This is an optimization exercise on Yosys and OpenROAD, whose aim is small area, a short achievable clock period and few clock cycles per item, not a production implementation.
At most, simulation tests tie the RTL to the original design; equivalence was not proved.
Function not checked in runs 1, 2 and 4: the RTL went through the layout flow alone.
No activity file was given, so power comes from the tool's default toggle rates.

==> flow/design.v <==
package fp_pkg;
  localparam int INSTR_W = 16;
  localparam int NUM_REGS = 16;
  typedef logic [3:0] reg_addr_t;
  typedef enum logic [3:0] {
    op_nop = 4'd0,
    op_add = 4'd1,
    op_sub = 4'd2,
    op_mul = 4'd3,
    op_neg = 4'd4,
    op_abs = 4'd5,
    op_mov = 4'd6
  } opcode_t;
  localparam logic [7:0] ADDR_INSTR    = 8'h00;   
  localparam logic [7:0] ADDR_STATUS   = 8'h04;   
  localparam logic [7:0] ADDR_REG_BASE = 8'h40;   
endpackage
`timescale 1ns/1ns
module fp_add_order
(
  input  logic [31:0] a,
  input  logic [31:0] b,
  input  logic        is_sub,
  input  logic        force_a,    
  input  logic        keep_sml,   
  output logic [22:0] fbig,       
  output logic [23:0] aligned,    
  output logic [7:0]  ebig,       
  output logic        bzero,      
  output logic        sign,       
  output logic        sub         
);
  logic        agb, age, sel_a, bs;
  logic [7:0]  ea, eb, diff;
  logic [22:0] fsml;
  logic        hsml;
  logic [23:0] sml;
  assign ea    = a[30:23];
  assign eb    = b[30:23];
  assign bs    = b[31] ^ is_sub;
  assign agb   = (a[30:0] >= b[30:0]);
  assign age   = (ea >= eb);
  assign sel_a = agb | force_a;
  assign fbig  = sel_a ? a[22:0] : b[22:0];
  assign fsml  = sel_a ? b[22:0] : a[22:0];
  assign ebig  = (age | force_a) ? ea : eb;
  assign bzero = age ? (ea == 8'd0) : (eb == 8'd0);
  assign hsml  = (age ? (eb != 8'd0) : (ea != 8'd0)) & keep_sml;
  assign diff  = age ? ea - eb : eb - ea;
  assign sml   = hsml ? {1'b1, fsml} : 24'd0;
  assign aligned = (diff >= 8'd24) ? 24'd0 : (sml >> diff[4:0]);
  assign sign  = sel_a ? a[31] : bs;
  assign sub   = a[31] ^ bs;
endmodule
module fp_add_sum
(
  input  logic [22:0] fbig,
  input  logic [23:0] aligned,
  input  logic        sub,
  output logic [24:0] sum,
  output logic [4:0]  lz        
);
  logic [24:0] addend;
  logic [31:0] v;
  logic [15:0] z1;              
  logic [15:0] p1;
  logic [7:0]  z2;              
  logic [15:0] p2;
  logic [3:0]  z3;              
  logic [11:0] p3;
  logic [1:0]  z4;              
  logic [7:0]  p4;
  assign addend = {1'b0, aligned} ^ {25{sub}};
  assign sum    = {2'b01, fbig} + addend + {24'd0, sub};
  assign v = {sum[23:0], 1'b1, 7'b0};
  always_comb begin
    for (int i = 0; i < 16; i++) begin
      z1[i] = ~v[2*i+1] & ~v[2*i];
      p1[i] = ~v[2*i+1];
    end
    for (int i = 0; i < 8; i++) begin
      z2[i]         = z1[2*i+1] & z1[2*i];
      p2[2*i +: 2]  = z1[2*i+1] ? {1'b1, p1[2*i]} : {1'b0, p1[2*i+1]};
    end
    for (int i = 0; i < 4; i++) begin
      z3[i]         = z2[2*i+1] & z2[2*i];
      p3[3*i +: 3]  = z2[2*i+1] ? {1'b1, p2[4*i +: 2]} : {1'b0, p2[4*i+2 +: 2]};
    end
    for (int i = 0; i < 2; i++) begin
      z4[i]         = z3[2*i+1] & z3[2*i];
      p4[4*i +: 4]  = z3[2*i+1] ? {1'b1, p3[6*i +: 3]} : {1'b0, p3[6*i+3 +: 3]};
    end
    lz = z4[1] ? {1'b1, p4[3:0]} : {1'b0, p4[7:4]};
  end
endmodule
module fp_add_pack
(
  input  logic [24:0] sum,
  input  logic [4:0]  lz,
  input  logic [7:0]  e,        
  input  logic        sign,
  input  logic        sub,
  input  logic        bzero,    
  input  logic        pass,     
  output logic [31:0] result
);
  logic [23:0] norm;
  logic [7:0]  xn;
  logic        zero, ovf, unf;
  always_comb begin
    if (sum[24]) begin
      norm = sum[24:1];
      xn   = e + 8'd1;
      ovf  = (e >= 8'd254);
      unf  = 1'b0;
    end else begin
      norm = sum[23:0] << lz;
      xn   = e - {3'b0, lz};
      ovf  = (e == 8'd255) && (lz == 5'd0);
      unf  = ({3'b0, lz} >= e);
    end
  end
  assign zero = bzero || (sum == 25'd0);
  always_comb begin
    if (pass) result = {sign, e, sum[22:0]};
    else if (zero) result = {sign & ~sub, 31'b0};   
    else if (ovf) result = {sign, 8'hff, 23'b0};
    else if (unf) result = {sign, 31'b0};
    else result = {sign, xn, norm[22:0]};
  end
endmodule
`timescale 1ns/1ns
module fp_booth_digits
(
  input  logic        ph,         
  input  logic [22:0] fb,         
  output logic [5:0]  one,
  output logic [5:0]  two,
  output logic [5:0]  neg
);
  logic [23:0] y;
  logic [12:0] yb;                
  assign y  = {1'b1, fb};
  assign yb = ph ? y[23:11] : {y[11:0], 1'b0};
  always_comb begin
    for (int i = 0; i < 6; i++) begin
      one[i] = yb[2*i+1] ^ yb[2*i];
      two[i] = (yb[2*i+2] & ~yb[2*i+1] & ~yb[2*i]) | (~yb[2*i+2] & yb[2*i+1] & yb[2*i]);
      neg[i] = yb[2*i+2];
    end
  end
endmodule
module fp_mul_tree
(
  input  logic        ph,         
  input  logic [22:0] fa,         
  input  logic [5:0]  one,        
  input  logic [5:0]  two,
  input  logic [5:0]  neg,
  input  logic [37:0] acc_s,      
  input  logic [37:0] acc_c,
  output logic [37:0] row_s,      
  output logic [37:0] row_c       
);
  logic [23:0] x;
  logic [39:0] pp [9];            
  logic        acc_k;             
  assign x  = {1'b1, fa};
  always_comb begin
    logic [24:0] mag, sel;
    for (int i = 0; i < 9; i++) pp[i] = '0;
    for (int i = 0; i < 6; i++) begin
      mag    = one[i] ? {1'b0, x} : (two[i] ? {x, 1'b0} : 25'd0);
      sel    = mag ^ {25{neg[i]}};
      if (i == 0) begin
        pp[0][27:0] = ph ? {1'b0, 1'b1, ~neg[0], sel} : {~neg[0], neg[0], neg[0], sel};
      end else begin
        pp[i][2*i +: 27] = {1'b1, ~neg[i], sel};
        pp[i][2*i-2]     = neg[i-1];
      end
    end
    pp[6][25:0] = ph ? acc_s[37:12] : 26'd0;
    pp[7][25:0] = ph ? acc_c[37:12] : 26'd0;
    pp[8][35:12] = ph ? x : 24'd0;
    pp[8][10]    = neg[5];
    pp[8][0]     = ph & acc_k;
  end
  function automatic logic [79:0] csa(input logic [39:0] a, input logic [39:0] b,
                                      input logic [39:0] c);
    logic [39:0] s, k;
    s = a ^ b ^ c;
    k = (a & b) | (a & c) | (b & c);
    csa = {k[38:0], 1'b0, s};
  endfunction
  logic [39:0] l1 [6];
  logic [39:0] l2 [4];
  logic [39:0] l3 [3];
  logic [39:0] l4 [2];
  assign {l1[1], l1[0]} = csa(pp[0], pp[1], pp[2]);
  assign {l1[3], l1[2]} = csa(pp[3], pp[4], pp[5]);
  assign {l1[5], l1[4]} = csa(pp[6], pp[7], pp[8]);
  assign {l2[1], l2[0]} = csa(l1[0], l1[1], l1[2]);
  assign {l2[3], l2[2]} = csa(l1[3], l1[4], l1[5]);
  assign {l3[1], l3[0]} = csa(l2[0], l2[1], l2[2]);
  assign l3[2] = l2[3];
  assign {l4[1], l4[0]} = csa(l3[0], l3[1], l3[2]);
  logic [12:0] low0;
  assign low0   = {1'b0, acc_s[11:0]} + {1'b0, acc_c[11:0]};
  assign acc_k  = low0[12];
  assign row_s = l4[0][37:0];
  assign row_c = l4[1][37:0];
endmodule
module fp_mul_pack
(
  input  logic [35:0] row_s,    
  input  logic [35:0] row_c,
  input  logic [7:0]  xe,       
  input  logic        zero0,    
  input  logic        zero1,    
  input  logic        inf0,     
  input  logic        inf1,     
  input  logic        sign,
  output logic [31:0] result
);
  logic [35:0] pw;
  logic [24:0] p;               
  logic [22:0] frac;
  logic [7:0]  xn;
  logic        z, f;
  assign pw   = row_s + row_c;
  assign p    = pw[35:11];
  assign frac = p[24] ? p[23:1] : p[22:0];
  assign xn   = p[24] ? xe + 8'd1 : xe;
  assign z    = p[24] ? zero1 : zero0;
  assign f    = p[24] ? inf1 : inf0;
  always_comb begin
    if (z) result = {sign, 31'b0};
    else if (f) result = {sign, 8'hff, 23'b0};
    else result = {sign, xn, frac};
  end
endmodule
`timescale 1ns/1ns
module fp_sign_unit
(
  input  logic [2:0] op,
  input  logic       s,
  output logic       new_sign
);
  always_comb begin
    case (op)
      3'd4:    new_sign = ~s;     
      3'd5:    new_sign = 1'b0;   
      default: new_sign = s;      
    endcase
  end
endmodule
`timescale 1ns/1ns
module reg_file
(
  input  logic        clk,
  input  logic        reset,
  input  logic        we,
  input  logic [3:0]  wa,
  input  logic [31:0] wd,
  input  logic [3:0]  ra1,
  input  logic [3:0]  ra2,
  output logic [31:0] rd1,
  output logic [31:0] rd2
);
  logic [31:0] regs [16];
  logic [31:0] wd_eff;
  assign wd_eff = reset ? 32'd0 : wd;
  always_ff @(posedge clk) begin
    for (int i = 0; i < 16; i++) begin
      if (reset || (we && (wa == i))) regs[i] <= wd_eff;
    end
  end
  assign rd1 = regs[ra1];
  assign rd2 = regs[ra2];
endmodule
`timescale 1ns/1ns
module fp_coprocessor
#(
  parameter int QD = 3
)
(
  input  logic        clk,
  input  logic        reset,
  input  logic [7:0]  paddr,
  input  logic        psel,
  input  logic        penable,
  input  logic        pwrite,
  input  logic [31:0] pwdata,
  output logic [31:0] prdata,
  output logic        pready,
  output logic        pslverr
);
  logic [14:0]   q [QD];
  logic [QD-1:0] qv;
  logic          mph;          
  logic [14:0]   ri;           
  logic          back_q;       
  logic        hw_q;           
  logic [3:0]  hidx_q;
  logic        iw_q;           
  logic        pslverr_q;
  logic        st_q;           
  logic [5:0]  status_q;
  logic        reset_q, reset_qq;
  logic        x0_v, x0_ph;
  logic [2:0]  x0_op;
  logic [31:0] x0_a, x0_b;
  logic        x1_v, x1_ph, x1_mul, x1_pass, x1_sign, x1_sub, x1_bzero, x1_mz;
  logic [3:0]  x1_dest;
  logic [22:0] x1_fbig;
  logic [23:0] x1_aligned;
  logic [8:0]  x1_ex;
  logic [5:0]  x1_one, x1_two, x1_neg;
  logic        x2_v, x2_mul, x2_pass, x2_sign, x2_sub, x2_bzero;
  logic        x2_z0, x2_z1, x2_i0, x2_i1;
  logic [3:0]  x2_dest;
  logic [24:0] x2_sum;
  logic [4:0]  x2_lz;
  logic [37:0] x2_rs, x2_rc;   
  logic [7:0]  x2_e;
  logic        wb2_v;
  logic [3:0]  wb2_dest;
  logic [31:0] wb2_data;
  logic        setup, is_instr, is_status, is_reg, hrd_now, hwr_now;
  assign setup     = psel & ~penable;
  assign is_instr  = (paddr == fp_pkg::ADDR_INSTR);
  assign is_status = (paddr == fp_pkg::ADDR_STATUS);
  assign is_reg    = (paddr[7:6] == fp_pkg::ADDR_REG_BASE[7:6]) && (paddr[1:0] == 2'b00);
  assign hrd_now   = paddr[6];
  assign hwr_now   = setup & pwrite & ~paddr[7] & paddr[6];
  logic        rf_we;
  logic [3:0]  rf_wa;
  logic [31:0] rf_wd;
  logic [31:0] rda, rdb;
  reg_file reg_file_i (
    .clk(clk), .reset(reset_q),
    .we(rf_we), .wa(rf_wa), .wd(rf_wd),
    .ra1(q[0][7:4]), .ra2(hrd_now ? paddr[5:2] : q[0][3:0]),
    .rd1(rda), .rd2(rdb)
  );
  logic [2:0] op;
  logic [3:0] dest, src1, src2;
  logic       uses2, is_mul, hazard, block, issue, deq, kill;
  assign op   = q[0][14:12];
  assign dest = q[0][11:8];
  assign src1 = q[0][7:4];
  assign src2 = q[0][3:0];
  function automatic logic busy(input logic [3:0] r, input logic va, input logic [3:0] da,
                                input logic vb, input logic [3:0] db,
                                input logic vc, input logic [3:0] dc);
    busy = (va && (da == r)) || (vb && (db == r)) || (vc && (dc == r));
  endfunction
  assign uses2  = ~op[2];   
  assign is_mul = (op == 3'd3);
  assign hazard = busy(src1, x0_v, ri[11:8], x1_v, x1_dest, x2_v, x2_dest) ||
                  (uses2 && busy(src2, x0_v, ri[11:8], x1_v, x1_dest, x2_v, x2_dest));
  assign block  = hw_q | wb2_v | back_q;
  assign issue  = mph | (qv[0] & ~hazard & ~block);
  assign deq    = issue & ~(is_mul & ~mph);
  assign kill   = issue & ((hrd_now & uses2) | hwr_now);
  always_ff @(posedge clk) begin
    ri    <= q[0];
    x0_ph <= mph;
    x0_op <= op;
    x0_a  <= rda;
    x0_b  <= rdb;
  end
  logic        x_sub, x_mul, x_pass, psign, osign, osub, bzero;
  logic [22:0] fbig;
  logic [23:0] aligned;
  logic [7:0]  ea, eb, ebig;
  logic [5:0]  one, two, neg;
  assign x_sub  = (x0_op == 3'd2);
  assign x_mul  = (x0_op == 3'd3);
  assign x_pass = x0_op[2];
  assign ea     = x0_a[30:23];
  assign eb     = x0_b[30:23];
  fp_add_order fp_add_order_i (
    .a(x0_a), .b(x0_b), .is_sub(x_sub), .force_a(x_mul | x_pass), .keep_sml(~x_pass),
    .fbig(fbig), .aligned(aligned), .ebig(ebig), .bzero(bzero), .sign(osign), .sub(osub)
  );
  fp_sign_unit fp_sign_unit_i (.op(x0_op), .s(x0_a[31]), .new_sign(psign));
  fp_booth_digits fp_booth_digits_i (.ph(x0_ph), .fb(x0_b[22:0]), .one(one), .two(two), .neg(neg));
  always_ff @(posedge clk) begin
    x1_ph      <= x0_ph;
    x1_dest    <= ri[11:8];
    x1_mul     <= x_mul;
    x1_pass    <= x_pass;
    x1_fbig    <= fbig;
    x1_aligned <= aligned;
    x1_one     <= one;
    x1_two     <= two;
    x1_neg     <= neg;
    x1_bzero   <= bzero;
    x1_ex      <= x_mul ? {1'b0, ea} + {1'b0, eb} : {1'b0, ebig};
    x1_mz      <= (ea == 8'd0) | (eb == 8'd0);
    x1_sub     <= ~x_pass & osub;
    x1_sign    <= x_pass ? psign : (x_mul ? (x0_a[31] ^ x0_b[31]) : osign);
  end
  logic [24:0] sum;
  logic [4:0]  lz;
  logic [37:0] rs, rc;
  fp_add_sum fp_add_sum_i (
    .fbig(x1_fbig), .aligned(x1_aligned), .sub(x1_sub), .sum(sum), .lz(lz)
  );
  fp_mul_tree fp_mul_tree_i (
    .ph(x1_ph), .fa(x1_fbig), .one(x1_one), .two(x1_two), .neg(x1_neg),
    .acc_s(x2_rs), .acc_c(x2_rc), .row_s(rs), .row_c(rc)
  );
  always_ff @(posedge clk) begin
    x2_dest  <= x1_dest;
    x2_mul   <= x1_mul;
    x2_pass  <= x1_pass;
    x2_sign  <= x1_sign;
    x2_sub   <= x1_sub;
    x2_bzero <= x1_bzero;
    x2_sum   <= sum;
    x2_lz    <= lz;
    x2_rs    <= rs;
    x2_rc    <= rc;
    x2_e     <= x1_mul ? x1_ex[7:0] + 8'd129 : x1_ex[7:0];
    x2_z0    <= x1_mz | (x1_ex <= 9'd127);
    x2_z1    <= x1_mz | (x1_ex <= 9'd126);
    x2_i0    <= (x1_ex >= 9'd382);
    x2_i1    <= (x1_ex >= 9'd381);
  end
  logic [31:0] add_res, mul_res, res;
  fp_add_pack fp_add_pack_i (
    .sum(x2_sum), .lz(x2_lz), .e(x2_e), .sign(x2_sign), .sub(x2_sub), .bzero(x2_bzero),
    .pass(x2_pass), .result(add_res)
  );
  fp_mul_pack fp_mul_pack_i (
    .row_s(x2_rs[35:0]), .row_c(x2_rc[35:0]), .xe(x2_e),
    .zero0(x2_z0), .zero1(x2_z1), .inf0(x2_i0), .inf1(x2_i1),
    .sign(x2_sign), .result(mul_res)
  );
  assign res = x2_mul ? mul_res : add_res;
  assign rf_we = hw_q | wb2_v | x2_v;
  assign rf_wa = hw_q ? hidx_q : (wb2_v ? wb2_dest : x2_dest);
  assign rf_wd = (hw_q | wb2_v) ? (hw_q ? pwdata : wb2_data) : res;
  always_ff @(posedge clk) begin
    if (x2_v & (hw_q | wb2_v)) begin
      wb2_dest <= x2_dest;
      wb2_data <= res;
    end
  end
  logic [14:0]   qnew;
  logic [QD-1:0] sv, at;
  logic [14:0]   sq [QD];
  assign qnew = {pwdata[14:12], pwdata[11:0]};
  always_comb begin
    for (int i = 0; i < QD; i++) begin
      if (back_q) begin
        sv[i] = (i == 0) ? 1'b1 : qv[i-1];
        sq[i] = (i == 0) ? ri : q[i-1];
      end else if (deq) begin
        sv[i] = (i < QD-1) ? qv[i+1] : 1'b0;
        sq[i] = (i < QD-1) ? q[i+1] : q[i];
      end else begin
        sv[i] = qv[i];
        sq[i] = q[i];
      end
    end
    for (int i = 0; i < QD; i++) at[i] = iw_q & ~sv[i] & ((i == 0) ? 1'b1 : sv[i-1]);
  end
  always_ff @(posedge clk) begin
    for (int i = 0; i < QD; i++) q[i] <= at[i] ? qnew : sq[i];
  end
  always_ff @(posedge clk) begin
    if (reset) begin
      qv     <= '0;
      mph    <= 1'b0;
      back_q <= 1'b0;
      x0_v   <= 1'b0;
      x1_v   <= 1'b0;
      x2_v   <= 1'b0;
      wb2_v  <= 1'b0;
    end else begin
      qv     <= sv | at;
      mph    <= issue & is_mul & ~mph & ~kill;
      back_q <= kill & deq;
      x0_v   <= issue & ~kill;
      x1_v   <= x0_v;
      x2_v   <= x1_v & ~(x1_mul & ~x1_ph);
      wb2_v  <= (x2_v & (hw_q | wb2_v)) | (wb2_v & hw_q);
    end
  end
  logic        op_ok, room, err;
  logic [3:0]  op4;
  logic [31:0] status;
  assign op4   = pwdata[15:12];
  assign op_ok = (op4 <= 4'd6);
  assign room  = ~qv[QD-1] | deq;
  always_comb begin
    if (is_instr) err = ~pwrite | ~op_ok | ((op4 != 4'd0) & ~room);
    else if (is_reg) err = 1'b0;   
    else if (is_status) err = pwrite;
    else err = 1'b1;
  end
  assign status = {26'b0, qv[0], back_q, x0_v, x1_v, x2_v & wb2_v, 1'b0};
  always_ff @(posedge clk) begin
    if (reset) begin
      hw_q      <= 1'b0;
      iw_q      <= 1'b0;
      pslverr_q <= 1'b0;
    end else begin
      hw_q      <= setup & is_reg & pwrite;
      iw_q      <= setup & is_instr & pwrite & op_ok & (op4 != 4'd0) & room;
      pslverr_q <= setup & err;
    end
  end
  always_ff @(posedge clk) begin
    reset_q  <= reset;
    reset_qq <= reset_q;
    hidx_q   <= paddr[5:2];
    st_q     <= ~paddr[6];
    status_q <= status[5:0];
  end
  assign pready  = 1'b1;
  assign pslverr = pslverr_q;
  assign prdata  = st_q ? {26'd0, status_q} : (x0_b & {32{~reset_qq}});
endmodule
==> flow/flow/run.sh <==
#!/bin/bash
# Own layout flow: the standard ORFS flow, with the port buffers made
# from buf_4 cells instead of the resizer's default choice, and the
# post-placement timing repair asked to keep a setup margin.
# Each step's full output stays in orfs/logs/; make's own output goes to
# flow_make.log in the work folder.
set -euo pipefail
bash standard.sh \
  BUFFER_PORTS_ARGS="-buffer_cell sky130_fd_sc_hd__buf_4" \
  SETUP_SLACK_MARGIN=8 TNS_END_PERCENT=5 \
  finish > flow_make.log 2>&1
==> flow/standard.sh <==
#!/bin/bash
# synth_recipe.tcl (not shown) runs the flow's synth.tcl, then flattens the netlist and writes it again
# the make line also repeats each setting of config.mk as NAME=value (left out here)
make -C /OpenROAD-flow-scripts/flow DESIGN_CONFIG=/design/flow/config.mk WORK_HOME=/design/flow/orfs CLKGATE_MAP_FILE= SYNTH_SCRIPT=/design/flow/synth_recipe.tcl "${@:-finish}"
==> flow/config.mk <==
export PLATFORM = sky130hd
export DESIGN_NAME = fp_coprocessor
export DESIGN_NICKNAME = fp_coprocessor
export VERILOG_FILES = /design/flow/design.v
export SDC_FILE = /design/flow/constraint.sdc
export NUM_CORES = 8
export LEC_CHECK = 0
export CAP_MARGIN = 60
export CORE_MARGIN = 2
export CORE_UTILIZATION = 35
export SLEW_MARGIN = 60
==> flow/constraint.sdc <==
create_clock -name core_clock -period 12.0 [get_ports {clk}]
set_input_delay 2.4000 -clock core_clock [delete_from_list [all_inputs] [get_ports {clk}]]
set_output_delay 2.4000 -clock core_clock [all_outputs]
set_load 0.01 [all_outputs]
==> implementation parameters, run 1 <==
Parameter                              Value

Yosys
  Leading post-synthesis cells by cell area ... sky130_fd_sc_hd__edfxtp_1, sky130_fd_sc_hd__dfxtp_1, sky130_fd_sc_hd__a22oi_1
  Sequential area share after synthesis ... 0.4705
  Synth top cells by count ... sky130_fd_sc_hd__edfxtp_1, sky130_fd_sc_hd__a22oi_1, sky130_fd_sc_hd__dfxtp_1, sky130_fd_sc_hd__nand2_1, sky130_fd_sc_hd__clkbuf_1
  Number of library cell types mapped by synthesis ... 102
  Async set-reset flop share out of synthesis ... 0
  Cell count after synthesis ... 4600
  Synth area leader ... sky130_fd_sc_hd__edfxtp_1
  Average size of a mapped cell ... 11.10 sq um
  Yosys synthesis warning count ... 18
  Net count of the mapped netlist ... 4967
  Flip-flop and latch count after synthesis ... 904
  Number of synthesized flops with an enable pin ... 593
  Synth top area share ... 0.3486
  Most instantiated library cell after synthesis ... sky130_fd_sc_hd__edfxtp_1
  Dominant synthesized flop cell ... sky130_fd_sc_hd__edfxtp_1
  Cell area after technology mapping ... 0.05108 sq mm

Floorplanning
  Starting Density ... 0.3517
  Placeable core region ... 0.1452 sq mm
  Die extent in x ... 386.0 um
  Std cell rows ... 140
  Die Y ... 386.0 um
  Total I/O pin count ... 79
  Die area ... 0.1490 sq mm

Timing
  Final-report setup violation count ... 0
  Max-slew headroom at the worst pin ... 0.5273
  Final Hold Violating Endpoints ... 0
  Max Freq ... 225.4 MHz
  Clock Skew ... 0.06855 ns
  Least setup slack across all paths after layout ... 7.564 ns
  Setup TNS ... 0 ns
  Tightest Pin Transition ... 0.6911 ns
  Min Tclk post-route ... 4.436 ns
  Max-slew violation total from the final report ... 0
  Post-route fraction of the period consumed by the critical path ... 0.3696
  Unrepaired setup endpoints after global routing ... true

Drt
  Total DRC errors in the routed layout ... 0
  Avg Vias per Cell ... 6.256
  Detailed-route via count ... 41370
  Final wirelength ... 196400 um
  Number of optimization iterations in the first detailed-route pass ... 6
  Post-route ant nets ... 0
  WL/cell ... 29.70 um
  DRT iter0 DRCs ... 5765

Worst hold path
  Worst min-delay path category ... reg -> reg
  Worst hold path startpoint ... x1_sign
  Number of cells on the worst hold path ... 0
  End point of the most critical hold path ... x2_sign

Pwr
  Pwr dens ... 242.0 mW/mm^2
  Power, Total ... 14.21 mW
  Maximum ir drop on the vdd rail ... 179.6 uV
  Static power due to leakage ... 21.49 nW

CTS
  TritonCTS sink count ... 904
  Clock slew seen by the registers of the worst setup and hold paths ... 0.06 ns
  Buffer levels on the longest clock path ... 3
  Count of H-tree levels built during CTS ... 3
  TritonCTS Buffers ... 96
  Clk root buf ... sky130_fd_sc_hd__clkbuf_16
  Clock insertion delay at the later pin of the skew report ... 0.75 ns
  CTS tree ... built

Worst setup path
  Worst Path Arrival ... 2.04 ns
  Startpoint-to-endpoint class of the critical path ... reg -> out
  R2R Path Start ... x2_rc[11]
  Worst Path Required ... 9.60 ns
  Critical-path maximum fanout ... 5
  R2R cell count ... 11
  Critical Path Source Type ... register
  Nature of the critical path endpoint ... output pin
  Capturing point of the worst reg2reg path ... reg_file_i.regs[14][9]
  Flop2flop setup slack ... 7.79 ns

Status
  Outcome ... no timing/DRC/antenna violations

Global route
  Wire length of the first global-routing pass ... 277800 um
  Total routing resource utilization after global routing ... 0.2551
  Via count of the first global-routing pass ... 39450
  Congestion Overflow GR ... 0
  Initial antenna violation count ... 6
  Pin count of the biggest net entering global routing ... 86

Final layout
  Post-layout net count ... 4977
  Final Non-Filler Cells ... 6613
  Post-synthesis to final-layout area growth ... 14.94%
  Fill cell total of the finished layout ... 13720
  Share of layout cells above drive strength 1 ... 0.1590
  Sequential cell area in the final layout ... 0.02410 sq mm
  Total area of multi-input combinational cells ... 0.02590 sq mm

Flow run
  Total of max-cap violations ... 0

Place
  Post-place setup slack ... 7.248 ns
  Buffers added on ports ... 77
  Final weighted congestion in routability-driven placement ... 0.9636
  DPL Wire Length ... 125300 um
  Post-placement cell count ... 6411
==> what timing repair did <==
| action | 4_1_cts | 5_1_grt |
|---|---|---|
| gates resized for setup | 53 | 39 |
| setup buffers | 3 | 9 |
| hold buffers | 0 | 0 |
| cloned | 0 | 1 |
| pin swaps | 12 | 11 |
| hold endpoints to repair | 0 | 0 |
| endpoints found under the setup margin | 401 | 605 |
==> cells in the final DEF, fill, tap and decap left out, drive strengths merged, types with 161 or more instances in the layout <==
master | Yosys | routed
edfxtp | 593 | 593
a22oi | 472 | 472
dfxtp | 311 | 311
nand2 | 277 | 277
inv | 239 | 242
buf | 73 | 221
a21oi | 216 | 216
fa | 172 | 172
nor2 | 168 | 168
xnor2 | 161 | 161
==> layer usage <==
metal | vias up | GRT usage | share of wire
met5 | - | 0 | 0.000092
met4 | 2 | 0.1168 | 0.052
met3 | 637 | 0.07224 | 0.12
met2 | 2984 | 0.3819 | 0.43
met1 | 20350 | 0.3406 | 0.39
li1 | 17400 | - | -
==> power breakdown <==
part	switching (mW)	internal, mW
logic	3.92	2.50
clock network	1.35	1.81
registers	0.548	4.08
total	5.81	8.39
==> stage by stage <==
| step | instance area [sq um] | utilization | hold WS (ns) |
|---|---|---|---|
| 4_1_cts | 58340 | 0.4018 | 0.3317 |
| 6_report | 58710 | 0.4043 | 0.3299 |
| 2_1_floorplan | 51090 | - | 0.3096 |
| 5_1_grt | 58700 | 0.4042 | 0.3356 |
| 3_3_place_gp | 53880 | 0.3710 | 0.3130 |
| 3_5_place_dp | 54800 | 0.3774 | 0.3182 |
==> area by class of cell <==
type                            instances  area share
Tap cell                             1917     0.04086
Inverter                              245     0.01590
Clock inverter                         40    0.009271
Antenna cell                            3   0.0001279
Multi-Input combinational cell       3142      0.4411
Sequential cell                       904      0.4106
Clock buffer                          141     0.04780
Timing Repair Buffer                  221     0.03436
==> worst max path at each step <==
stage / from / end / slack [ns] / cells after the start
finish: x0_b[3] / prdata[3] / 7.56 / 3
global route: st_q / prdata[2] / 7.60 / 3
CTS: st_q / prdata[2] / 7.65 / 3
detailed placement: paddr[6] / x0_b[11] / 7.25 / 9
global placement: x2_lz[2] / reg_file_i.regs[13][5] / 6.83 / 11
floorplan: paddr[6] / x0_b[25] / 7.99 / 9
==> flip-flops by register name (all words and copies together) (netlist names), 5 cells and up <==
name	count
reg_file_i.regs	512
status_q	5
x2_lz	5
x2_sum	25
x1_one	6
x1_two	6
q	45
x2_rs	35
x2_e	8
x1_aligned	24
x2_rc	36
x0_a	32
ri	13
wb2_data	32
x0_b	32
x1_ex	9
x1_fbig	23
x1_neg	6
==> cell families after synthesis <==
logic type | count (synthesis) | share of synthesized area
AO/OA/AOI/OAI | 1365 | 0.1930
AND/OR/NAND/NOR | 978 | 0.09482
flip-flops | 904 | 0.4705
buffers and inverters | 555 | 0.04279
adder cells (fa/ha/maj) | 322 | 0.1042
XOR/XNOR | 267 | 0.04593
multiplexers | 208 | 0.04870
other | 1 | 0.00007342
==> critical path, stage by stage, from the launching register on <==
cell                      delay [ns]
sky130_fd_sc_hd__dfxtp_2        0.45
sky130_fd_sc_hd__inv_2          0.12
sky130_fd_sc_hd__o31ai_4        0.51
sky130_fd_sc_hd__buf_4          0.22
==> run 2: changes to the inputs <==
--- a/flow/design.v
+++ b/flow/design.v
@@ -305,4 +305,5 @@
   logic        iw_q;           
   logic        pslverr_q;
+  logic [31:0] prdata_q;       
   logic        st_q;           
   logic [5:0]  status_q;
@@ -519,4 +520,5 @@
     reset_qq <= reset_q;
     hidx_q   <= paddr[5:2];
+    prdata_q <= rdb;
     st_q     <= ~paddr[6];
     status_q <= status[5:0];
@@ -524,4 +526,4 @@
   assign pready  = 1'b1;
   assign pslverr = pslverr_q;
-  assign prdata  = st_q ? {26'd0, status_q} : (x0_b & {32{~reset_qq}});
+  assign prdata  = st_q ? {26'd0, status_q} : (prdata_q & {32{~reset_qq}});
 endmodule
--- a/flow/flow/run.sh
+++ b/flow/flow/run.sh
@@ -8,4 +8,4 @@
 bash standard.sh \
   BUFFER_PORTS_ARGS="-buffer_cell sky130_fd_sc_hd__buf_4" \
-  SETUP_SLACK_MARGIN=8 TNS_END_PERCENT=5 \
+  SETUP_SLACK_MARGIN=8 \
   finish > flow_make.log 2>&1
--- a/flow/config.mk
+++ b/flow/config.mk
@@ -8,4 +8,4 @@
 export CAP_MARGIN = 60
 export CORE_MARGIN = 2
-export CORE_UTILIZATION = 35
+export CORE_UTILIZATION = 50
 export SLEW_MARGIN = 60
==> implementation parameters, run 2 <==
Parameter                              Value

Yosys
  Yosys synthesis warning count ... 18
  Dominant synthesized flop cell ... sky130_fd_sc_hd__edfxtp_1
  Most instantiated library cell after synthesis ... sky130_fd_sc_hd__edfxtp_1
  Flip-flop and latch count after synthesis ... 904
  Synth top area share ... 0.3477
  Number of library cell types mapped by synthesis ... 89
  Synth area leader ... sky130_fd_sc_hd__edfxtp_1
  Average size of a mapped cell ... 11.04 sq um
  Cell area after technology mapping ... 0.05122 sq mm
  Net count of the mapped netlist ... 5006
  Number of synthesized flops with an enable pin ... 593
  Synth top cells by count ... sky130_fd_sc_hd__edfxtp_1, sky130_fd_sc_hd__a22oi_1, sky130_fd_sc_hd__dfxtp_1, sky130_fd_sc_hd__clkbuf_1, sky130_fd_sc_hd__nand2_1
  Cell count after synthesis ... 4639
  Sequential area share after synthesis ... 0.4692
  Async set-reset flop share out of synthesis ... 0
  Leading post-synthesis cells by cell area ... sky130_fd_sc_hd__edfxtp_1, sky130_fd_sc_hd__dfxtp_1, sky130_fd_sc_hd__a22oi_1

Final layout
  Util after Layout ... 0.5815
  Largest register by flop count ... reg_file_i.regs
  Max reg flops ... 512
  Post-synthesis to final-layout area growth ... 15.50%
  Top library cells by usage in the layout, fill and taps aside ... sky130_fd_sc_hd__edfxtp_1, sky130_fd_sc_hd__a22oi_1, sky130_fd_sc_hd__dfxtp_1, sky130_fd_sc_hd__nand2_1, sky130_fd_sc_hd__inv_1
  Share of layout cells above drive strength 1 ... 0.1794
  Most frequent standard cell in the layout excluding fill and tap cells ... sky130_fd_sc_hd__edfxtp_1
  Fill cell total of the finished layout ... 8455
  Post-layout net count ... 5021
  Largest registers ... reg_file_i.regs x512, q x45, x2_rc x36

Floorplanning
  Total I/O pin count ... 79
  Placeable core region ... 0.1017 sq mm
  Die extent in x ... 324.1 um
  Die Y ... 324.1 um
  Std cell rows ... 117
  Die area ... 0.1050 sq mm
  Starting Density ... 0.5034

Drt
  Avg Vias per Cell ... 6.917
  Total DRC errors in the routed layout ... 0
  Number of optimization iterations in the first detailed-route pass ... 7
  DRT iter0 DRCs ... 6732
  Post-route ant nets ... 0
  Detailed-route via count ... 42250
  WL/cell ... 32.21 um
  Final wirelength ... 196800 um

Place
  Post-place setup slack ... 7.278 ns
  DPL Wire Length ... 119600 um
  Buffers added on ports ... 77
  Final weighted congestion in routability-driven placement ... 0.9974

Timing
  Setup TNS ... 0 ns
  Post-route fraction of the period consumed by the critical path ... 0.3587
  Max-slew headroom at the worst pin ... 0.07052
  Least setup slack across all paths after layout ... 7.696 ns
  Max-slew violation total from the final report ... 0
  Unrepaired setup endpoints after global routing ... true
  Final Hold Violating Endpoints ... 0
  Clock Skew ... 0.04205 ns
  Final-report setup violation count ... 0
  Min Tclk post-route ... 4.304 ns
  Hold_ws ... 0.3181 ns
  Tightest Pin Transition ... 1.391 ns
  Max Freq ... 232.3 MHz

Worst setup path
  Critical Path Source Type ... register
  Critical-path maximum fanout ... 4
  Nature of the critical path endpoint ... output pin
  Worst Path Required ... 9.60 ns
  Startpoint-to-endpoint class of the critical path ... reg -> out
  Worst Path Arrival ... 1.90 ns

Global route
  Total routing resource utilization after global routing ... 0.3654
  Via count of the first global-routing pass ... 39820
  Initial antenna violation count ... 6
  Wire length of the first global-routing pass ... 276700 um
  Congestion Overflow GR ... 0
  Pin count of the biggest net entering global routing ... 78

CTS
  Clock slew seen by the registers of the worst setup and hold paths ... 0.07 ns
  Buffer levels on the longest clock path ... 3
  TritonCTS sink count ... 904
  Clk root buf ... sky130_fd_sc_hd__clkbuf_16
  Clock insertion delay at the later pin of the skew report ... 0.71 ns
  CTS tree ... built
  TritonCTS Buffers ... 98
  Count of H-tree levels built during CTS ... 3

Pwr
  Total net switching power ... 6.344 mW
  Maximum ir drop on the vdd rail ... 191.5 uV
  Switching part of the total ... 0.4159
  Pwr dens ... 257.8 mW/mm^2
  Internal power contribution ... 8.911 mW
  Sequential Power Share ... 0.316
  Combinational power share ... 0.475
  Static power due to leakage ... 21.85 nW
  Clock Power Share ... 0.209

Flow run
  Total of max-cap violations ... 0

Worst hold path
  Worst min-delay path category ... reg -> reg

Status
  Outcome ... no timing/DRC/antenna violations
## run 2: cell count changes in the layout (fill, tap and decap cells not counted), sizes merged, moves of 11 or more
| cell | delta |
|---|---|
| mux2i | -29 |
| nor2b | +13 |
| nor3 | -15 |
| a221oi | -13 |
| nand4 | +11 |
| a22oi | +17 |
| a31oi | +12 |
| buf | +14 |
| o21ai | +21 |
| o21a | -12 |
| nand2 | -23 |
| xnor2 | +13 |
## run 2: repair_timing
action	in CTS	in global routing
endpoints found under the setup margin	487	578
cloned	4	6
pin swaps	31	30
setup buffers	24	21
resized for setup	148	113
hold endpoints to repair	0	0
hold buffers	0	0
## run 2: cells by family after synthesis
kind of cell,Yosys count,synth area share
AO/OA/AOI/OAI,1400,0.1934
AND/OR/NAND/NOR,971,0.09612
flip-flops,904,0.4692
multiplexers,191,0.04705
buffers and inverters,577,0.04363
XOR/XNOR,273,0.04668
adder cells (fa/ha/maj),322,0.1039
other,1,0.00007321
## run 2: stage by stage
| step | cell area (sq um) | instances | total power [mW] |
|---|---|---|---|
| floorplan | 51260 | 4639 | 9.140 |
| global placement | 53320 | 5851 | 11.56 |
| detailed placement | 53950 | 5864 | 11.68 |
| CTS | 58270 | 6076 | 14.98 |
| global route | 59160 | 6106 | 16.14 |
| finish | 59160 | 6108 | 15.25 |
## run 2: worst paths after layout
kind | start | endpoint | cells after the start | slack, ns
worst min register to register | x1_sign | x2_sign | 0 | 0.32
worst max-delay path | prdata_q[1] | prdata[1] | 3 | 7.70
worst min-delay path | x1_sign | x2_sign | 0 | 0.32
worst max register to register | x0_a[23] | x1_aligned[0] | 17 | 7.99
## run 2: layout make-up
| class | instances | area (sq um) | share of cell area |
|---|---|---|---|
| sequential | 904 | 24130 | 0.4078 |
| inverter | 246 | 942.2 | 0.01593 |
| clock inverter | 56 | 689.4 | 0.01165 |
| clock buffer | 128 | 2739 | 0.04629 |
| timing repair buffer | 240 | 2444 | 0.04130 |
| antenna | 2 | 5.005 | 0.00008460 |
| multi-input combinational | 3164 | 26500 | 0.4480 |
| tap | 1368 | 1712 | 0.02893 |
## run 2: routing by layer
| layer | GRT usage | up-vias | wire [um] |
|---|---|---|---|
| met1 | 0.5006 | 20620 | 74660 |
| met2 | 0.5352 | 3304 | 83180 |
| met5 | 0 | - | 214 |
| met4 | 0.1738 | 8 | 10860 |
| met3 | 0.1026 | 725 | 27850 |
| li1 | - | 17590 | - |
## run 2: worst max-delay path, stage by stage (launching register included)
cell	delay [ns]
sky130_fd_sc_hd__dfxtp_4	0.44
sky130_fd_sc_hd__inv_1	0.14
sky130_fd_sc_hd__o31ai_4	0.43
sky130_fd_sc_hd__buf_4	0.20
## run 2: power groups by stage
stage	combinational (mW)	sequential, mW	clock (mW)
floorplan	4.70	4.44	0
global placement	6.75	4.81	0
detailed placement	6.87	4.81	0
CTS	7.01	4.76	3.22
global route	7.95	4.84	3.35
finish	7.25	4.82	3.19
==> run 3: changes to the inputs <==
--- a/flow/design.v
+++ b/flow/design.v
@@ -305,8 +305,6 @@
   logic        iw_q;           
   logic        pslverr_q;
-  logic [31:0] prdata_q;       
-  logic        st_q;           
-  logic [5:0]  status_q;
-  logic        reset_q, reset_qq;
+  logic [31:0] prdata_q;
+  logic        reset_q;
   logic        x0_v, x0_ph;
   logic [2:0]  x0_op;
@@ -518,12 +516,9 @@
   always_ff @(posedge clk) begin
     reset_q  <= reset;
-    reset_qq <= reset_q;
     hidx_q   <= paddr[5:2];
-    prdata_q <= rdb;
-    st_q     <= ~paddr[6];
-    status_q <= status[5:0];
+    prdata_q <= paddr[6] ? (rdb & {32{~reset_q}}) : status;
   end
   assign pready  = 1'b1;
   assign pslverr = pslverr_q;
-  assign prdata  = st_q ? {26'd0, status_q} : (prdata_q & {32{~reset_qq}});
+  assign prdata  = prdata_q;
 endmodule
==> flow/run.sh (new file) <==
#!/bin/bash
# synth_recipe.tcl (not shown) runs the flow's synth.tcl, then flattens the netlist and writes it again
# the make line also repeats each setting of config.mk as NAME=value (left out here)
make -C /OpenROAD-flow-scripts/flow DESIGN_CONFIG=/design/flow/config.mk WORK_HOME=/design/flow/orfs CLKGATE_MAP_FILE= SYNTH_SCRIPT=/design/flow/synth_recipe.tcl finish
--- a/flow/config.mk
+++ b/flow/config.mk
@@ -8,4 +8,4 @@
 export CAP_MARGIN = 60
 export CORE_MARGIN = 2
-export CORE_UTILIZATION = 50
+export CORE_UTILIZATION = 35
 export SLEW_MARGIN = 60
removed: flow/flow/run.sh
removed: flow/standard.sh
==> implementation parameters, run 3 <==
Parameter                              Value

Status
  Outcome ... no timing/DRC/antenna violations

Yosys
  Synth top cells by count ... sky130_fd_sc_hd__edfxtp_1, sky130_fd_sc_hd__a22oi_1, sky130_fd_sc_hd__dfxtp_1, sky130_fd_sc_hd__clkbuf_1, sky130_fd_sc_hd__nand2_1
  Yosys synthesis warning count ... 18
  Synth area leader ... sky130_fd_sc_hd__edfxtp_1
  Leading post-synthesis cells by cell area ... sky130_fd_sc_hd__edfxtp_1, sky130_fd_sc_hd__dfxtp_1, sky130_fd_sc_hd__a22oi_1
  Synth top area share ... 0.3436
  Cell area after technology mapping ... 0.05183 sq mm
  Net count of the mapped netlist ... 5046
  Flip-flop and latch count after synthesis ... 929
  Number of library cell types mapped by synthesis ... 102
  Most instantiated library cell after synthesis ... sky130_fd_sc_hd__edfxtp_1
  Average size of a mapped cell ... 11.08 sq um
  Sequential area share after synthesis ... 0.4734
  Number of synthesized flops with an enable pin ... 593
  Dominant synthesized flop cell ... sky130_fd_sc_hd__edfxtp_1
  Cell count after synthesis ... 4679
  Async set-reset flop share out of synthesis ... 0

Flow run
  Total of max-cap violations ... 0

CTS
  Post-CTS Resized ... 0
  Number of hold buffers added after CTS ... 0
  Clock insertion delay at the later pin of the skew report ... 0.76 ns
  Clk root buf ... sky130_fd_sc_hd__clkbuf_16
  Post-CTS Setup Inserts ... 0
  Count of H-tree levels built during CTS ... 3
  Buffer levels on the longest clock path ... 3
  TritonCTS Buffers ... 94
  CTS tree ... built
  Clock slew seen by the registers of the worst setup and hold paths ... 0.06 ns
  TritonCTS sink count ... 929

Worst setup path
  Number of buffers and inverters on the critical path ... 4
  Cell breakdown of the critical path ... clkdlybuf4s50_1 -> buf_4 -> nor2_1 -> a32oi_2 -> clkbuf_2 -> nor2_4 -> buf_6 -> a22o_1 -> a221oi_1 -> nand3_1 -> o22a_1 -> nand2_1 -> o21ai_0
  Startpoint-to-endpoint class of the critical path ... in -> reg
  Worst stage delay on the critical path ... 0.46 ns
  Slowest-stage cell, CP ... sky130_fd_sc_hd__clkdlybuf4s50_1
  Nature of the critical path endpoint ... register
  Largest delay share family, worst path ... buffers and inverters
  Worst Path Required ... 12.57 ns
  Critical-path maximum fanout ... 32
  Critical Path Source Type ... input pin
  Worst Path Arrival ... 5.19 ns

Timing
  Clock Skew ... 0.07085 ns
  Unrepaired setup endpoints after global routing ... false
  Final-report setup violation count ... 0
  Least setup slack across all paths after layout ... 7.386 ns
  Post-route fraction of the period consumed by the critical path ... 0.3845
  Tightest Pin Transition ... 0.6594 ns
  Max-slew violation total from the final report ... 0
  Setup TNS ... 0 ns
  Max Freq ... 216.7 MHz
  Min Tclk post-route ... 4.614 ns
  Max-slew headroom at the worst pin ... 0.5478
  Final Hold Violating Endpoints ... 0

Final layout
  Largest registers ... reg_file_i.regs x512, q x45, x2_rc x36
  Most frequent standard cell in the layout excluding fill and tap cells ... sky130_fd_sc_hd__edfxtp_1
  Max reg flops ... 512
  Share of layout cells above drive strength 1 ... 0.1199
  Post-layout net count ... 5027
  Post-layout instance area ... 0.05915 sq mm
  Fill cell total of the finished layout ... 13850
  Util after Layout ... 0.4015
  Largest register by flop count ... reg_file_i.regs
  Post-synthesis to final-layout area growth ... 14.12%
  Top library cells by usage in the layout, fill and taps aside ... sky130_fd_sc_hd__edfxtp_1, sky130_fd_sc_hd__a22oi_1, sky130_fd_sc_hd__dfxtp_1, sky130_fd_sc_hd__nand2_1, sky130_fd_sc_hd__inv_1
  Antenna diode count ... 0

Drt
  DRT iter0 DRCs ... 5937
  Number of optimization iterations in the first detailed-route pass ... 7
  WL/cell ... 29.28 um
  Total DRC errors in the routed layout ... 0
  Avg Vias per Cell ... 6.220
  Post-route ant nets ... 0
  Final wirelength ... 195300 um
  Detailed-route via count ... 41480

Pwr
  Power, Total ... 14.97 mW
  Maximum ir drop on the vdd rail ... 182.2 uV
  Pwr dens ... 253.0 mW/mm^2
  Static power due to leakage ... 21.53 nW

Floorplanning
  Total I/O pin count ... 79
  Std cell rows ... 141
  Die Y ... 388.8 um
  Placeable core region ... 0.1473 sq mm
  Die extent in x ... 388.8 um
  Die area ... 0.1512 sq mm
  Starting Density ... 0.3518

Place
  Final weighted congestion in routability-driven placement ... 0.9456
  Post-place setup slack ... 6.777 ns
  Placed inst area ... 0.05574 sq mm
  DPL Wire Length ... 125900 um
  Buffers added on ports ... 77

Global route
  Total routing resource utilization after global routing ... 0.2508
  Congestion Overflow GR ... 0
  Initial antenna violation count ... 5
  Wire length of the first global-routing pass ... 281200 um
  Pin count of the biggest net entering global routing ... 78
  Via count of the first global-routing pass ... 40700

Worst hold path
  Worst min-delay path category ... reg -> reg
==> run 3: cell types whose count changed after synthesis, moves of 15 or more <==
cell / before / now
sky130_fd_sc_hd__mux2_2: 88 / 65
sky130_fd_sc_hd__and2_1: 88 / 106
sky130_fd_sc_hd__dfxtp_1: 311 / 336
sky130_fd_sc_hd__a21oi_1: 217 / 198
sky130_fd_sc_hd__mux2i_1: 72 / 144
sky130_fd_sc_hd__mux4_2: 31 / 13
sky130_fd_sc_hd__a22o_1: 68 / 53
==> run 3: cell type report <==
class	count	area, sq um	share of cell area
multi-input cells	3180	25790	0.4360
flip-flops and latches	929	24570	0.4154
clock buffers	129	2646	0.04474
well taps	1930	2415	0.04083
repair buffers	207	2128	0.03598
inverters	248	938.4	0.01586
clock inverters	46	663.1	0.01121
==> run 3: path summary, 6_finish.rpt <==
kind | start | end | slack, ns | cells past startpoint
hold reg to reg | x1_sign | x2_sign | 0.33 | 0
setup reg to reg | x0_b[23] | x1_aligned[3] | 7.41 | 14
setup / recovery | paddr[6] | prdata_q[2] | 7.39 | 13
hold / removal | x1_sign | x2_sign | 0.33 | 0
==> run 3: power by group <==
part           leakage, nW  internal, mW  switching, mW
logic                 11.1          2.69           4.30
registers             8.77          4.21          0.631
clock network         1.61          1.80           1.33
==> run 3: metrics by stage <==
step | cells | hold WS, ns
after floorplan | 4679 | 0.3096
after global placement | 6463 | 0.3150
after detailed placement | 6490 | 0.3147
after CTS | 6665 | 0.3280
after global routing | 6669 | 0.3325
final | 6669 | 0.3268
==> run 3: cells by family after synthesis <==
logic type	synth area share
compound gates	0.1906
simple gates	0.09681
flops	0.4734
buf+inv	0.04232
fa+ha+maj	0.1026
xor+xnor	0.04596
mux	0.04823
other cells	0.00007235
==> run 3: per-layer routing <==
layer,wire length [um],global-route usage
met3,21370,0.06512
met5,40,0
met4,11720,0.1322
met2,88450,0.3986
met1,73700,0.3131
Testbench counts of run 3, summed over its fixed seeds: cycles 8,092, items 2,304.
==> run 4: changes to the inputs <==
--- a/flow/design.v
+++ b/flow/design.v
@@ -343,7 +343,8 @@
     .rd1(rda), .rd2(rdb)
   );
+  logic [31:0] res;             
   logic [2:0] op;
   logic [3:0] dest, src1, src2;
-  logic       uses2, is_mul, hazard, block, issue, deq, kill;
+  logic       uses2, is_mul, hazard, block, issue, deq, kill, fwd_a, fwd_b;
   assign op   = q[0][14:12];
   assign dest = q[0][11:8];
@@ -357,6 +358,8 @@
   assign uses2  = ~op[2];   
   assign is_mul = (op == 3'd3);
-  assign hazard = busy(src1, x0_v, ri[11:8], x1_v, x1_dest, x2_v, x2_dest) ||
-                  (uses2 && busy(src2, x0_v, ri[11:8], x1_v, x1_dest, x2_v, x2_dest));
+  assign hazard = busy(src1, x0_v, ri[11:8], x1_v, x1_dest, 1'b0, x2_dest) ||
+                  (uses2 && busy(src2, x0_v, ri[11:8], x1_v, x1_dest, 1'b0, x2_dest));
+  assign fwd_a  = x2_v && (x2_dest == src1);
+  assign fwd_b  = x2_v && (x2_dest == src2);
   assign block  = hw_q | wb2_v | back_q;
   assign issue  = mph | (qv[0] & ~hazard & ~block);
@@ -367,6 +370,6 @@
     x0_ph <= mph;
     x0_op <= op;
-    x0_a  <= rda;
-    x0_b  <= rdb;
+    x0_a  <= fwd_a ? res : rda;
+    x0_b  <= fwd_b ? res : rdb;
   end
   logic        x_sub, x_mul, x_pass, psign, osign, osub, bzero;
@@ -429,5 +432,5 @@
     x2_i1    <= (x1_ex >= 9'd381);
   end
-  logic [31:0] add_res, mul_res, res;
+  logic [31:0] add_res, mul_res;
   fp_add_pack fp_add_pack_i (
     .sum(x2_sum), .lz(x2_lz), .e(x2_e), .sign(x2_sign), .sub(x2_sub), .bzero(x2_bzero),
@@ -517,5 +520,5 @@
     reset_q  <= reset;
     hidx_q   <= paddr[5:2];
-    prdata_q <= paddr[6] ? (rdb & {32{~reset_q}}) : status;
+    prdata_q <= (paddr[6] & ~reset_q) ? rdb : status;
   end
   assign pready  = 1'b1;
==> flow/flow/run.sh (new file) <==
#!/bin/bash
# Own layout flow: the standard ORFS flow, with the port buffers made
# from buf_4 cells instead of the resizer's default choice, and the
# post-placement timing repair asked to keep a setup margin.
# Each step's full output stays in orfs/logs/; make's own output goes to
# flow_make.log in the work folder.
set -euo pipefail
bash standard.sh \
  BUFFER_PORTS_ARGS="-buffer_cell sky130_fd_sc_hd__buf_4" \
  SETUP_SLACK_MARGIN=8 \
  finish > flow_make.log 2>&1
==> flow/standard.sh (new file) <==
#!/bin/bash
# synth_recipe.tcl (not shown) runs the flow's synth.tcl, then flattens the netlist and writes it again
# the make line also repeats each setting of config.mk as NAME=value (left out here)
make -C /OpenROAD-flow-scripts/flow DESIGN_CONFIG=/design/flow/config.mk WORK_HOME=/design/flow/orfs CLKGATE_MAP_FILE= SYNTH_SCRIPT=/design/flow/synth_recipe.tcl "${@:-finish}"
--- a/flow/config.mk
+++ b/flow/config.mk
@@ -8,4 +8,4 @@
 export CAP_MARGIN = 60
 export CORE_MARGIN = 2
-export CORE_UTILIZATION = 35
+export CORE_UTILIZATION = 50
 export SLEW_MARGIN = 60
removed: flow/run.sh
==> implementation parameters, run 4 <==
Parameter                              Value

Drt
  DRT iter0 DRCs ... 6595
  Final wirelength ... 201800 um
  Detailed-route via count ... 43460
  Number of optimization iterations in the first detailed-route pass ... 9
  Avg Vias per Cell ... 6.870
  Post-route ant nets ... 0
  Total DRC errors in the routed layout ... 0
  WL/cell ... 31.90 um

Pwr
  Sequential Power Share ... 0.308
  Static power due to leakage ... 22.85 nW
  Total net switching power ... 6.356 mW
  Clock Power Share ... 0.208
  Pwr dens ... 252.0 mW/mm^2
  Power, Total ... 15.45 mW
  Combinational power share ... 0.484
  Switching part of the total ... 0.4114
  Maximum ir drop on the vdd rail ... 178.9 uV
  Internal power contribution ... 9.094 mW

Yosys
  Number of synthesized flops with an enable pin ... 593
  Synth area leader ... sky130_fd_sc_hd__edfxtp_1
  Dominant synthesized flop cell ... sky130_fd_sc_hd__edfxtp_1
  Yosys synthesis warning count ... 18
  Cell count after synthesis ... 4764
  Flip-flop and latch count after synthesis ... 929
  Synth top cells by count ... sky130_fd_sc_hd__edfxtp_1, sky130_fd_sc_hd__a22oi_1, sky130_fd_sc_hd__dfxtp_1, sky130_fd_sc_hd__clkbuf_1, sky130_fd_sc_hd__nand2_1
  Most instantiated library cell after synthesis ... sky130_fd_sc_hd__edfxtp_1
  Synth top area share ... 0.3409
  Async set-reset flop share out of synthesis ... 0
  Leading post-synthesis cells by cell area ... sky130_fd_sc_hd__edfxtp_1, sky130_fd_sc_hd__dfxtp_1, sky130_fd_sc_hd__a22oi_1
  Net count of the mapped netlist ... 5131
  Cell area after technology mapping ... 0.05224 sq mm
  Sequential area share after synthesis ... 0.4696
  Number of library cell types mapped by synthesis ... 92
  Average size of a mapped cell ... 10.97 sq um

Worst setup path
  Flop2flop setup slack ... 7.87 ns
  Startpoint-to-endpoint class of the critical path ... reg -> reg
  Nature of the critical path endpoint ... register
  Worst Path Required ... 12.42 ns
  Critical-path maximum fanout ... 8
  Cell breakdown of the critical path ... ha_4 -> and4_1 -> a221o_1 -> a221oi_4 -> a31o_4 -> a21oi_4 -> a211oi_4 -> buf_12 -> buf_12 -> mux2i_4 -> buf_12 -> buf_12 -> o32a_4 -> buf_6 -> o22ai_4 -> a221o_2
  Worst Path Arrival ... 4.54 ns
  Slowest-stage cell, CP ... sky130_fd_sc_hd__a221o_2
  Critical Path Source Type ... register
  Most Frequent Cell on Critical Path ... sky130_fd_sc_hd__buf_12
  Worst stage delay on the critical path ... 0.53 ns

CTS
  TritonCTS Buffers ... 98
  TritonCTS sink count ... 929
  Count of H-tree levels built during CTS ... 3
  Clock insertion delay at the later pin of the skew report ... 0.72 ns
  CTS tree ... built
  Buffer levels on the longest clock path ... 3
  Clock slew seen by the registers of the worst setup and hold paths ... 0.06 ns
  Clk root buf ... sky130_fd_sc_hd__clkbuf_16

Timing
  Clock Skew ... 0.06309 ns
  Max-slew violation total from the final report ... 0
  Unrepaired setup endpoints after global routing ... true
  Min Tclk post-route ... 4.127 ns
  Max-slew headroom at the worst pin ... 0.2439
  Tightest Pin Transition ... 1.132 ns
  Post-route fraction of the period consumed by the critical path ... 0.3439
  Final Hold Violating Endpoints ... 0
  Max Freq ... 242.3 MHz
  Final-report setup violation count ... 0
  Setup TNS ... 0 ns
  Least setup slack across all paths after layout ... 7.873 ns

Floorplanning
  Die area ... 0.1071 sq mm
  Starting Density ... 0.5040
  Placeable core region ... 0.1036 sq mm
  Die Y ... 327.2 um
  Die extent in x ... 327.2 um
  Total I/O pin count ... 79
  Std cell rows ... 118

Final layout
  Total area of multi-input combinational cells ... 0.02774 sq mm
  Sequential cell area in the final layout ... 0.02460 sq mm
  Most frequent standard cell in the layout excluding fill and tap cells ... sky130_fd_sc_hd__edfxtp_1
  Fill cell total of the finished layout ... 8557
  Largest register by flop count ... reg_file_i.regs
  Max reg flops ... 512
  Top library cells by usage in the layout, fill and taps aside ... sky130_fd_sc_hd__edfxtp_1, sky130_fd_sc_hd__a22oi_1, sky130_fd_sc_hd__dfxtp_1, sky130_fd_sc_hd__nand2_1, sky130_fd_sc_hd__inv_1
  Final Non-Filler Cells ... 6326
  Post-layout net count ... 5227
  Post-synthesis to final-layout area growth ... 17.37%
  Share of layout cells above drive strength 1 ... 0.1985
  Largest registers ... reg_file_i.regs x512, q x45, x2_rc x36

Global route
  Total routing resource utilization after global routing ... 0.3599
  Congestion Overflow GR ... 0
  Wire length of the first global-routing pass ... 283400 um
  Pin count of the biggest net entering global routing ... 78
  Via count of the first global-routing pass ... 41360
  Initial antenna violation count ... 4

Place
  Buffers added on ports ... 77
  Post-placement cell count ... 6023
  Final weighted congestion in routability-driven placement ... 0.9634
  DPL Wire Length ... 121300 um
  Post-place setup slack ... 6.969 ns

Worst hold path
  Worst min-delay path category ... reg -> reg

Status
  Outcome ... no timing/DRC/antenna violations

Flow run
  Total of max-cap violations ... 0
-- run 4: logic make-up (layout without fill, tap and decap cells) --
group	count (synthesis)	count (layout)	synth area share
compound gates	1447	1471	0.1966
simple gates	1002	1004	0.09676
flops	929	929	0.4696
buf+inv	578	731	0.04196
fa+ha+maj	322	322	0.1018
xor+xnor	272	272	0.04560
mux	213	213	0.04759
other cells	1	4	0.00007178
-- run 4: power by group through the flow --
stage	clock network, mW	registers (mW)	logic [mW]
after global placement	0	4.76	6.32
after detailed placement	0	4.77	6.42
after global routing	3.36	4.79	8.08
final	3.21	4.76	7.48
after floorplan	0	4.48	4.18
after CTS	3.23	4.71	6.85
-- run 4: metrics by stage --
stage | util | instance area, sq um | hold slack [ns]
after global routing | 0.5915 | 61310 | 0.3318
after detailed placement | 0.5342 | 55360 | 0.3121
after CTS | 0.5768 | 59780 | 0.3267
after floorplan | - | 52770 | 0.3096
final | 0.5916 | 61320 | 0.3264
after global placement | 0.5280 | 54720 | 0.3119
-- run 4: worst max-delay path: cells and delay by family (launching register included) --
kind / cells / cell delay [ns]
multiplexers: 1 / 0.31
flip-flops: 1 / 0.33
adder cells (fa/ha/maj): 1 / 0.25
buffers and inverters: 5 / 0.67
AND/OR/NAND/NOR: 1 / 0.22
AO/OA/AOI/OAI: 8 / 2.08
-- run 4: timing repair --
action | 4_1_cts | 5_1_grt
endpoints found under the setup margin | 619 | 565
buffers inserted | 28 | 56
hold buffers | 0 | 0
pin swaps | 30 | 69
gates cloned | 8 | 24
resized for setup | 132 | 155
-- run 4: worst paths after layout --
check | endpoint | from | cells after the start
min reg2reg | x2_bzero | x1_bzero | 0
max | reg_file_i.regs[9][10] | x2_rc[9] | 16
min | x2_bzero | x1_bzero | 0
max reg2reg | reg_file_i.regs[9][10] | x2_rc[9] | 16
-- run 4: cell type report --
class	instances	area share
timing repair buffer	298	0.04728
sequential	929	0.4011
multi-input combinational	3283	0.4524
antenna	3	0.0001224
clock inverter	67	0.01286
inverter	250	0.01549
clock buffer	116	0.04259
tap	1380	0.02816
-- run 4: metal layers --
metal  global-route usage  up-vias  part of all wire
met5                    0        -          0.000069
met4               0.2051        2             0.067
met3              0.08605      799              0.12
met2               0.5510     3317              0.44
met1               0.4691    21060              0.37
li1                     -    18280                 -

-- re-timing with driven ports --
In the flow no input, the clock included, has a driving cell. The finished layouts below were timed again as built, in two steps.
Step 1, drivers: a clkbuf_16 drives clk and a buf_2 each remaining input, both assumed.
Step 2 times the ports against the registers' clock, not the clock port: input delays grow and output delays shrink by t, the midpoint of the rising clock arrivals with the driver on.
Slacks: no drivers / after step 1 / after step 2; pairs: no drivers / after step 1.
| run | shift t [ns] | slack for setup (ns) | hold slack, ns | worst slew at a driven data input, ns | cell pins on the clock port's net |
|---|---|---|---|---|---|
| run 1 | 0.786 | 7.564 / 7.490 / 7.105 | 0.330 / 0.330 / 0.330 | 0.07 | 1 |
| run 2 | 0.758 | 7.696 / 7.624 / 7.284 | 0.318 / 0.318 / 0.318 | 0.05 | 1 |
| run 3 | 0.795 | 7.386 / 7.414 / 6.642 | 0.327 / 0.327 / 0.327 | 0.07 | 1 |
| run 4 | 0.760 | 7.873 / 7.873 / 7.220 | 0.326 / 0.326 / 0.326 | 0.09 | 1 |
After both steps setup and hold are still met in every run listed. For run 3, which loses most, drivers alone change the setup slack by +0.028 ns; drivers and shift together by -0.744 ns.
